This design comes from an exercise in tuning for small area on the open sky130 flow, not from production work. Only simulation tests tie the RTL to the original design; equivalence was not proved. No activity file was given, so power comes from the tool's default toggle rates.

==> inputs of 11-17 <==
## prio_top
module prio_top (
   input  wire         c_clk,
   input  wire         arst_n,
   input  wire [279:0] port_cmd,
   output logic        cmd_ready,
   output logic [11:0] invalid_rsp,
   output logic [71:0] add_out,
   output logic        add_valid,
   output logic [71:0] shift_out,
   output logic        shift_valid,
   input  wire         add_ready,
   input  wire         shift_ready
);
==> module cmd_queue, before the edit <==
module cmd_queue (
   input  wire          c_clk,
   input  wire          arst_n,
   input  wire          accept,
   input  wire  [3:0]   is_add,
   input  wire  [3:0]   is_shift,
   input  wire  [275:0] wr_entry,
   output logic         add_room,
   output logic         shift_room,
   output logic [68:0]  add_head,
   output logic [68:0]  shift_head,
   output logic         add_head_valid,
   output logic         shift_head_valid,
   input  wire          add_pop,
   input  wire          shift_pop
);
   logic [68:0] main_q [0:1][0:3];
   logic [68:0] ovf    [0:3];
   logic [3:0]  ovf_v;
   logic [3:0]  ovf_shift;
   logic [3:0]  cnt    [0:1];
   logic [3:0]  mask   [0:1];
   logic [1:0]  pop;
   logic [3:0]  base   [0:1];
   logic [3:0]  pos    [0:1][0:3];
   logic [3:0]  wsel   [0:1][0:3];    
   logic [3:0]  ovf_flag;
   logic [1:0]  oidx   [0:3];
   logic [3:0]  osel   [0:3];         
   logic [3:0]  dsel   [0:1];         
   logic [1:0]  drain;
   logic [1:0]  seen;
   logic [2:0]  num    [0:1];
   assign pop     = {shift_pop, add_pop};
   assign mask[0] = accept ? is_add   : 4'b0;
   assign mask[1] = accept ? is_shift : 4'b0;
   always_comb begin
      for (int q = 0; q < 2; q++) begin
         base[q] = cnt[q] - {3'b0, pop[q]};
         num[q]  = 3'd0;
         for (int k = 0; k < 4; k++) begin
            pos[q][k] = base[q] + {1'b0, num[q]};
            num[q]    = num[q] + {2'b0, mask[q][k]};
         end
         for (int i = 0; i < 4; i++)
            for (int k = 0; k < 4; k++)
               wsel[q][i][k] = mask[q][k] && (pos[q][k] == 4'(i));
      end
      for (int k = 0; k < 4; k++)
         ovf_flag[k] = (mask[0][k] && pos[0][k][3:2] != 2'b00) ||
                       (mask[1][k] && pos[1][k][3:2] != 2'b00);
      oidx[0] = 2'd0;
      for (int k = 1; k < 4; k++) oidx[k] = oidx[k-1] + {1'b0, ovf_flag[k-1]};
      for (int j = 0; j < 4; j++)
         for (int k = 0; k < 4; k++)
            osel[j][k] = (k >= j) && ovf_flag[k] && (oidx[k] == 2'(j));
      for (int q = 0; q < 2; q++) begin
         drain[q] = pop[q] && (cnt[q] > 4'd4);
         seen[q] = 1'b0;
         for (int j = 0; j < 4; j++) begin
            dsel[q][j] = ovf_v[j] && (ovf_shift[j] == q[0]) && !seen[q];
            seen[q]    = seen[q] || (ovf_v[j] && (ovf_shift[j] == q[0]));
         end
      end
   end
   for (genvar q = 0; q < 2; q++) begin : g_q
      for (genvar i = 0; i < 4; i++) begin : g_slot
         logic        wr;
         logic        mv;
         logic [68:0] d_in;
         always_comb begin
            wr = |wsel[q][i];
            mv = ((i < 3) ? pop[q] : drain[q]) && !wr;
            d_in = '0;
            for (int k = 0; k < 4; k++)
               d_in = d_in | ({69{wsel[q][i][k]}} & wr_entry[69*k +: 69]);
            if (i < 3) begin
               d_in = d_in | ({69{mv}} & main_q[q][(i < 3) ? i+1 : i]);
            end else begin
               for (int j = 0; j < 4; j++)
                  d_in = d_in | ({69{mv && dsel[q][j]}} & ovf[j]);
            end
         end
         always_ff @(posedge c_clk) begin
            if (wr || mv) main_q[q][i] <= d_in;
         end
      end
      always_ff @(posedge c_clk or negedge arst_n) begin
         if (!arst_n) cnt[q] <= '0;
         else         cnt[q] <= cnt[q] - {3'b0, pop[q]} + {1'b0, num[q]};
      end
   end
   for (genvar j = 0; j < 4; j++) begin : g_ovf
      logic        wr;
      logic [68:0] port_in;
      always_comb begin
         wr      = |osel[j];
         port_in = '0;
         for (int k = j; k < 4; k++)
            port_in = port_in | ({69{osel[j][k]}} & wr_entry[69*k +: 69]);
      end
      always_ff @(posedge c_clk) begin
         if (wr) begin
            ovf[j]       <= port_in;
            ovf_shift[j] <= |(osel[j] & is_shift);
         end
      end
      always_ff @(posedge c_clk or negedge arst_n) begin
         if (!arst_n)     ovf_v[j] <= 1'b0;
         else if (accept) ovf_v[j] <= wr;
         else if ((drain[0] && dsel[0][j]) || (drain[1] && dsel[1][j]))
                          ovf_v[j] <= 1'b0;
      end
   end
   assign add_head         = main_q[0][0];
   assign shift_head       = main_q[1][0];
   assign add_head_valid   = (cnt[0] != 4'd0);
   assign shift_head_valid = (cnt[1] != 4'd0);
   assign add_room         = (cnt[0] <= 4'd4);
   assign shift_room       = (cnt[1] <= 4'd4);
endmodule
make LEC_CHECK=0 CAP_MARGIN=20 CORE_MARGIN=2 CORE_UTILIZATION=40 SLEW_MARGIN=20 finish   # period 8.0 ns
run.sh (not shown) runs the stock make flow with config.mk's settings and CLKGATE_MAP_FILE= SYNTH_SCRIPT=/design/flow/synth_recipe.tcl, a recipe that flattens the netlist after the stock synthesis.
==> inputs of 10-06, as changes to 11-17 <==
--- a/flow/design.v
+++ b/flow/design.v
@@ -67,6 +67,47 @@
 `default_nettype wire
 `timescale 1ns/1ps
 `default_nettype none
+module entry_mux #(
+   parameter int N = 3
+) (
+   input  wire [N-1:0]    sel,
+   input  wire [N*69-1:0] src,
+   output logic [68:0]    y
+);
+   localparam int G = N / 3;
+   logic [G*69-1:0] grp_n;
+   for (genvar g = 0; g < G; g++) begin : g_grp
+      ao222_inv u_ao (
+         .s0(sel[3*g]),   .d0(src[69*(3*g)   +: 69]),
+         .s1(sel[3*g+1]), .d1(src[69*(3*g+1) +: 69]),
+         .s2(sel[3*g+2]), .d2(src[69*(3*g+2) +: 69]),
+         .y_n(grp_n[69*g +: 69]));
+   end
+   nand_vec #(.G(G)) u_nand (.a(grp_n), .y(y));
+endmodule
+module ao222_inv (
+   input  wire        s0,
+   input  wire [68:0] d0,
+   input  wire        s1,
+   input  wire [68:0] d1,
+   input  wire        s2,
+   input  wire [68:0] d2,
+   output logic [68:0] y_n
+);
+   assign y_n = ~(({69{s0}} & d0) | ({69{s1}} & d1) | ({69{s2}} & d2));
+endmodule
+module nand_vec #(
+   parameter int G = 2
+) (
+   input  wire [G*69-1:0] a,
+   output logic [68:0]    y
+);
+   always_comb begin
+      y = '1;
+      for (int g = 0; g < G; g++) y = y & a[69*g +: 69];
+      y = ~y;
+   end
+endmodule
 module cmd_queue (
    input  wire          c_clk,
    input  wire          arst_n,
@@ -94,8 +135,6 @@
    logic [3:0]  pos    [0:1][0:3];
    logic [3:0]  wsel   [0:1][0:3];    
    logic [3:0]  ovf_flag;
-   logic [1:0]  oidx   [0:3];
-   logic [3:0]  osel   [0:3];         
    logic [3:0]  dsel   [0:1];         
    logic [1:0]  drain;
    logic [1:0]  seen;
@@ -118,11 +157,6 @@
       for (int k = 0; k < 4; k++)
          ovf_flag[k] = (mask[0][k] && pos[0][k][3:2] != 2'b00) ||
                        (mask[1][k] && pos[1][k][3:2] != 2'b00);
-      oidx[0] = 2'd0;
-      for (int k = 1; k < 4; k++) oidx[k] = oidx[k-1] + {1'b0, ovf_flag[k-1]};
-      for (int j = 0; j < 4; j++)
-         for (int k = 0; k < 4; k++)
-            osel[j][k] = (k >= j) && ovf_flag[k] && (oidx[k] == 2'(j));
       for (int q = 0; q < 2; q++) begin
          drain[q] = pop[q] && (cnt[q] > 4'd4);
          seen[q] = 1'b0;
@@ -134,51 +168,43 @@
    end
    for (genvar q = 0; q < 2; q++) begin : g_q
       for (genvar i = 0; i < 4; i++) begin : g_slot
-         logic        wr;
-         logic        mv;
-         logic [68:0] d_in;
-         always_comb begin
-            wr = |wsel[q][i];
-            mv = ((i < 3) ? pop[q] : drain[q]) && !wr;
-            d_in = '0;
-            for (int k = 0; k < 4; k++)
-               d_in = d_in | ({69{wsel[q][i][k]}} & wr_entry[69*k +: 69]);
-            if (i < 3) begin
-               d_in = d_in | ({69{mv}} & main_q[q][(i < 3) ? i+1 : i]);
-            end else begin
-               for (int j = 0; j < 4; j++)
-                  d_in = d_in | ({69{mv && dsel[q][j]}} & ovf[j]);
-            end
-         end
-         always_ff @(posedge c_clk) begin
-            if (wr || mv) main_q[q][i] <= d_in;
+         localparam int N = (i < 3) ? 6 : 9;
+         logic           wr;
+         logic           mv;
+         logic           hold;
+         logic [N-1:0]   sel;
+         logic [N*69-1:0] src;
+         logic [68:0]    d_in;
+         assign wr   = |wsel[q][i];
+         assign mv   = ((i < 3) ? pop[q] : drain[q]) && !wr;
+         assign hold = !wr && !((i < 3) ? pop[q] : drain[q]);
+         if (i < 3) begin : g_mid
+            assign sel = {hold, mv, wsel[q][i]};
+            assign src = {main_q[q][i], main_q[q][(i < 3) ? i+1 : i], wr_entry};
+         end else begin : g_last
+            assign sel = {hold, {4{mv}} & dsel[q], wsel[q][i]};
+            assign src = {main_q[q][i], ovf[3], ovf[2], ovf[1], ovf[0], wr_entry};
          end
+         entry_mux #(.N(N)) u_mux (.sel(sel), .src(src), .y(d_in));
+         always_ff @(posedge c_clk) main_q[q][i] <= d_in;
       end
       always_ff @(posedge c_clk or negedge arst_n) begin
          if (!arst_n) cnt[q] <= '0;
          else         cnt[q] <= cnt[q] - {3'b0, pop[q]} + {1'b0, num[q]};
       end
    end
-   for (genvar j = 0; j < 4; j++) begin : g_ovf
-      logic        wr;
-      logic [68:0] port_in;
-      always_comb begin
-         wr      = |osel[j];
-         port_in = '0;
-         for (int k = j; k < 4; k++)
-            port_in = port_in | ({69{osel[j][k]}} & wr_entry[69*k +: 69]);
-      end
+   for (genvar k = 0; k < 4; k++) begin : g_ovf
       always_ff @(posedge c_clk) begin
-         if (wr) begin
-            ovf[j]       <= port_in;
-            ovf_shift[j] <= |(osel[j] & is_shift);
+         if (ovf_flag[k]) begin
+            ovf[k]       <= wr_entry[69*k +: 69];
+            ovf_shift[k] <= is_shift[k];
          end
       end
       always_ff @(posedge c_clk or negedge arst_n) begin
-         if (!arst_n)     ovf_v[j] <= 1'b0;
-         else if (accept) ovf_v[j] <= wr;
-         else if ((drain[0] && dsel[0][j]) || (drain[1] && dsel[1][j]))
-                          ovf_v[j] <= 1'b0;
+         if (!arst_n)     ovf_v[k] <= 1'b0;
+         else if (accept) ovf_v[k] <= ovf_flag[k];
+         else if ((drain[0] && dsel[0][k]) || (drain[1] && dsel[1][k]))
+                          ovf_v[k] <= 1'b0;
       end
    end
    assign add_head         = main_q[0][0];
==> flow/flow/run.sh (new file) <==
#!/bin/bash
# The standard layout (standard.sh, unchanged synthesis), with two tweaks:
#  - every port still gets a buffer, but of the smallest buffer cell
#  - CTS inserts no dummy loads and clusters up to 25 sinks per clkbuf_16
# The make output goes to flow_make.log; ORFS keeps each step's log under orfs/logs.
set -euo pipefail
export BUFFER_PORTS_ARGS="-buffer_cell sky130_fd_sc_hd__buf_1"
export CTS_ARGS="-sink_clustering_enable -repair_clock_nets -dont_use_dummy_load -sink_clustering_size 25 -sink_clustering_max_diameter 80 -buf_list {sky130_fd_sc_hd__clkbuf_16}"
bash standard.sh finish > flow_make.log 2>&1
==> flow/standard.sh (new file) <==
#!/bin/bash
# synth_recipe.tcl (not shown) runs the flow's synth.tcl, then flattens the netlist and writes it again
# the make line also repeats each setting of config.mk as NAME=value (left out here)
make -C /OpenROAD-flow-scripts/flow DESIGN_CONFIG=/design/flow/config.mk WORK_HOME=/design/flow/orfs CLKGATE_MAP_FILE= SYNTH_SCRIPT=/design/flow/synth_recipe.tcl "${@:-finish}"
CORE_UTILIZATION = 45   (was 40)
SYNTH_HIERARCHICAL = 1   (was unset)
removed: flow/run.sh
==> notes <==
Against 11-17, the design area of 10-06 is smaller by 27%. Against 10-06, the register-to-register slack of 11-17 is lower by 920 ps. In 10-06 the worst setup slack is better than in 11-17, by 530 ps. In 10-06 the non-clock buffer count is lower than in 11-17, by 32. Against 10-06, the wire length of 11-17 is larger by 25%. Between 11-17 and 10-06, the lower final cell count is in 10-06 (gap about 37%, measured against 10-06). Of 11-17 and 10-06, 11-17 has the higher die area (gap about 30%, measured against 10-06). Of 10-06 and 11-17, 10-06 has the higher sequential share of layout area (gap 3.1 points).
==> figures <==
| metric | 10-06 | 11-17 |
|---|---|---|
| Kind of start point of the critical path | input pin | flop |
| Number of fill cells in the layout | 8831 | 11.4k |
| Number of vias per cell | 8.21 | 7.33 |
| Simple logic cell fraction of the synthesized area | 7.50% | 14.6% |
| Net total in the final layout | 3899 | 5252 |
| Routed length per instance | 38.8 um | 35.3 um |
| Synth Instances | 3825 | 4969 |
| Cell taking the most area after synthesis | a222oi_1 | edfxtp_1 |
| Cell area power density | 350 nW/um^2 | 307 nW/um^2 |
| Status | finished clean | finished clean |
| Overall die width | 312 um | 358 um |
| Number of tap cells added at floorplan | 1265 | 1637 |
| Length of routed met3 wiring | 29300 um | 30900 um |
| Portion of total power attributed to combinational logic | 37.8% | 33.8% |
| Crit path kind | input pin to flop | flop to flop |
| Fraction of layout instances using a drive strength above 1 | 6.45% | 7.27% |
| Count of cell instances traversed by the critical path | 18 | 16 |
| Clk Latency, worst-skew pair | 680 ps | 740 ps |

afterwards: timing with drivers on the ports:
No port has a modelled driver above. Below, the same layouts with a new extraction and two added sets of constraints. Step 1 sets driving cells, clkbuf_16 on the clock port and buf_2 on the other inputs (assumed; they add their load-dependent delay and slew). Step 2, shift: input delay + t, output delay - t, t = (earliest + latest rising clock arrival at the registers) / 2. This alone moves slack from input paths to output paths. Three values: ideal, step 1, step 2; two values: the first two.
| run | t, ns | setup slack, ns | worst setup path after step 2 | clock arrival spread, ns | pins driven straight from the clock port |
|---|---|---|---|---|---|
| 11-17 | 0.796 | 0.975 / 0.975 / 0.412 | input to register | 0.041 / 0.042 | 1 |
| 10-06 | 0.709 | 1.508 / 1.547 / 0.838 | input to register | 0.087 / 0.086 | 1 |
After both steps every run listed still meets setup and hold. For 10-06, which loses most, drivers alone change the setup slack by +0.039 ns; drivers and shift together by -0.670 ns.
